From an optimization exercise on the open Yosys and OpenROAD flow, aimed at small area, a short achievable clock period and few clock cycles; shortcuts taken in it are not production practice.
The RTL was checked by simulation tests, not by an equivalence proof against the original design.
No activity file was given, so power comes from the tool's default toggle rates.

==> job 9753 <==
==> flow/design.v (excerpt) <==
module conv2d_stream_engine #(
    parameter int IN_CH  = 16,
    parameter int OUT_CH = 32,
    parameter int IMG_H  = 14,
    parameter int IMG_W  = 14,
    parameter int K      = 3,
    parameter int PAD    = 1,
    parameter int DATA_W = 32,
    parameter int WGT_W  = 8,
    parameter int ACC_W  = 48,
    parameter int RELU   = 1,
    localparam int OH    = IMG_H + 2*PAD - K + 1,
    localparam int OW    = IMG_W + 2*PAD - K + 1,
    localparam int IA_N  = IN_CH*IMG_H*IMG_W,
    localparam int WA_N  = OUT_CH*IN_CH*K*K,
    localparam int OA_N  = OUT_CH*OH*OW,
    localparam int IA_W  = (IA_N > 1) ? $clog2(IA_N) : 1,
    localparam int WA_W  = (WA_N > 1) ? $clog2(WA_N) : 1,
    localparam int BA_W  = (OUT_CH > 1) ? $clog2(OUT_CH) : 1,
    localparam int OA_W  = (OA_N > 1) ? $clog2(OA_N) : 1
) (
    input  logic              clk,
    input  logic              reset,
    input  logic              start,
    output logic              busy,
    output logic              done,
    output logic              sat_flag,
    output logic              in_rd_en,
    output logic [IA_W-1:0]   in_addr,
    input  logic [DATA_W-1:0] in_data,
    output logic              wt_rd_en,
    output logic [WA_W-1:0]   wt_addr,
    input  logic [WGT_W-1:0]  wt_data,
    output logic              b_rd_en,
    output logic [BA_W-1:0]   b_addr,
    input  logic [DATA_W-1:0] b_data,
    output logic              out_valid,
    input  logic              out_ready,
    output logic [OA_W-1:0]   out_addr,
    output logic [DATA_W-1:0] out_data
);
    localparam int AW = 47;
    logic       run;             
    logic       v0, b0;          
    logic [4:0] f_idx;
    logic [3:0] i_idx, j_idx, c_idx;
    logic [1:0] m_idx, n_idx;
    logic       i_top, i_bot, j_lft, j_rgt;
    logic [1:0] m_lo, m_hi, n_lo, n_hi;
    logic       n_end, m_end, c_end, tap_last, pix_last, can_start;
    logic [7:0] first_in;
    logic [12:0] first_wt;
  ...
clock: 11.0 ns
lec_check: 0
cap_margin: 20
core_margin: 2
core_utilization: 40
slew_margin: 20
run.sh (not shown) runs the stock make flow with config.mk's settings and CLKGATE_MAP_FILE= SYNTH_SCRIPT=/design/flow/synth_recipe.tcl, a recipe that flattens the netlist after the stock synthesis.
==> job 5139: changes against job 9753 <==
CORE_UTILIZATION = 65   (was 40)
PLACE_DENSITY = 0.75   (was unset)
==> comparison table <==
Wire length on met2: job 9753 26000 µm; job 5139 24900 µm
Area of the die: job 9753 0.0555 mm²; job 5139 0.0345 mm²
Horiz. Die Dim: job 9753 236 µm; job 5139 186 µm
Cts bufs inserted: job 9753 30; job 5139 28
Final core utilization: job 9753 46.1%; job 5139 73.7%
Required time of the worst setup path: job 9753 11320 ps; job 5139 11310 ps
Switching power summed over all nets: job 9753 4590 µW; job 5139 4460 µW
Tap Count: job 9753 688; job 5139 442
Share of the clock period used by the worst path after layout: job 9753 39.8%; job 5139 37.0%
Met1 Resource Use GR: job 9753 30.5%; job 5139 47.9%
Routed wire length per instance: job 9753 17.4 µm; job 5139 18.0 µm
Count of buffers not belonging to the clock network in the layout: job 9753 179; job 5139 174
Outcome: job 9753 finished clean; job 5139 finished clean
Post-route cell area: job 9753 0.0243 mm²; job 5139 0.0240 mm²
Maximum number of pins on one net before global-route repair: job 9753 101; job 5139 103
Clock network power consumption: job 9753 1030 µW; job 5139 993 µW
Vias in the first global route: job 9753 17400; job 5139 17400
Fin cells: job 9753 3355; job 5139 3100
Crit Reg-Reg Startpoint: job 9753 acc_s[1]; job 5139 i_idx[2]
First-pass iteration count of the detailed router: job 9753 6; job 5139 7
Power Internal: job 9753 4570 µW; job 5139 4540 µW
R2r endpoint: job 9753 out_data[0]; job 5139 in_addr[11]
Global-route usage over all layers: job 9753 20.5%; job 5139 32.3%
Depth of the most critical reg-to-reg path: job 9753 13; job 5139 17
Portion of total power attributed to combinational logic: job 9753 69.8%; job 5139 69.4%
Vertical die dimension: job 9753 236 µm; job 5139 186 µm
Testbench counts of job 9753, summed over its fixed seeds: cycles 3,301,908.
Testbench counts of job 5139, summed over its fixed seeds: cycles 3,301,908.

## afterwards: timing with drivers on the ports
The results above use ideal ports. As a check the final layouts listed here were re-extracted and re-timed, cells and wires unchanged. Step 1: set_driving_cell puts a clkbuf_16 on clk and a buf_2 on each other input, an assumption about the parent block. Step 2 also shifts input and output timing later by t, the mid clock arrival at the registers, as if the neighbouring blocks saw the same clock. Three values: no drivers, after step 1, after step 2; two values: the first two.
run | t, ns | setup WS [ns] | clock arrival spread, ns
job 9753 | 0.649 | 6.619 / 6.619 / 6.619 | 0.052 / 0.053
job 5139 | 0.619 | 6.929 / 6.929 / 6.715 | 0.017 / 0.017
After both steps setup and hold are still met in every run listed. The setup slack of job 5139, which loses most, moves by 0.000 ns with the drivers and by -0.214 ns with both steps.
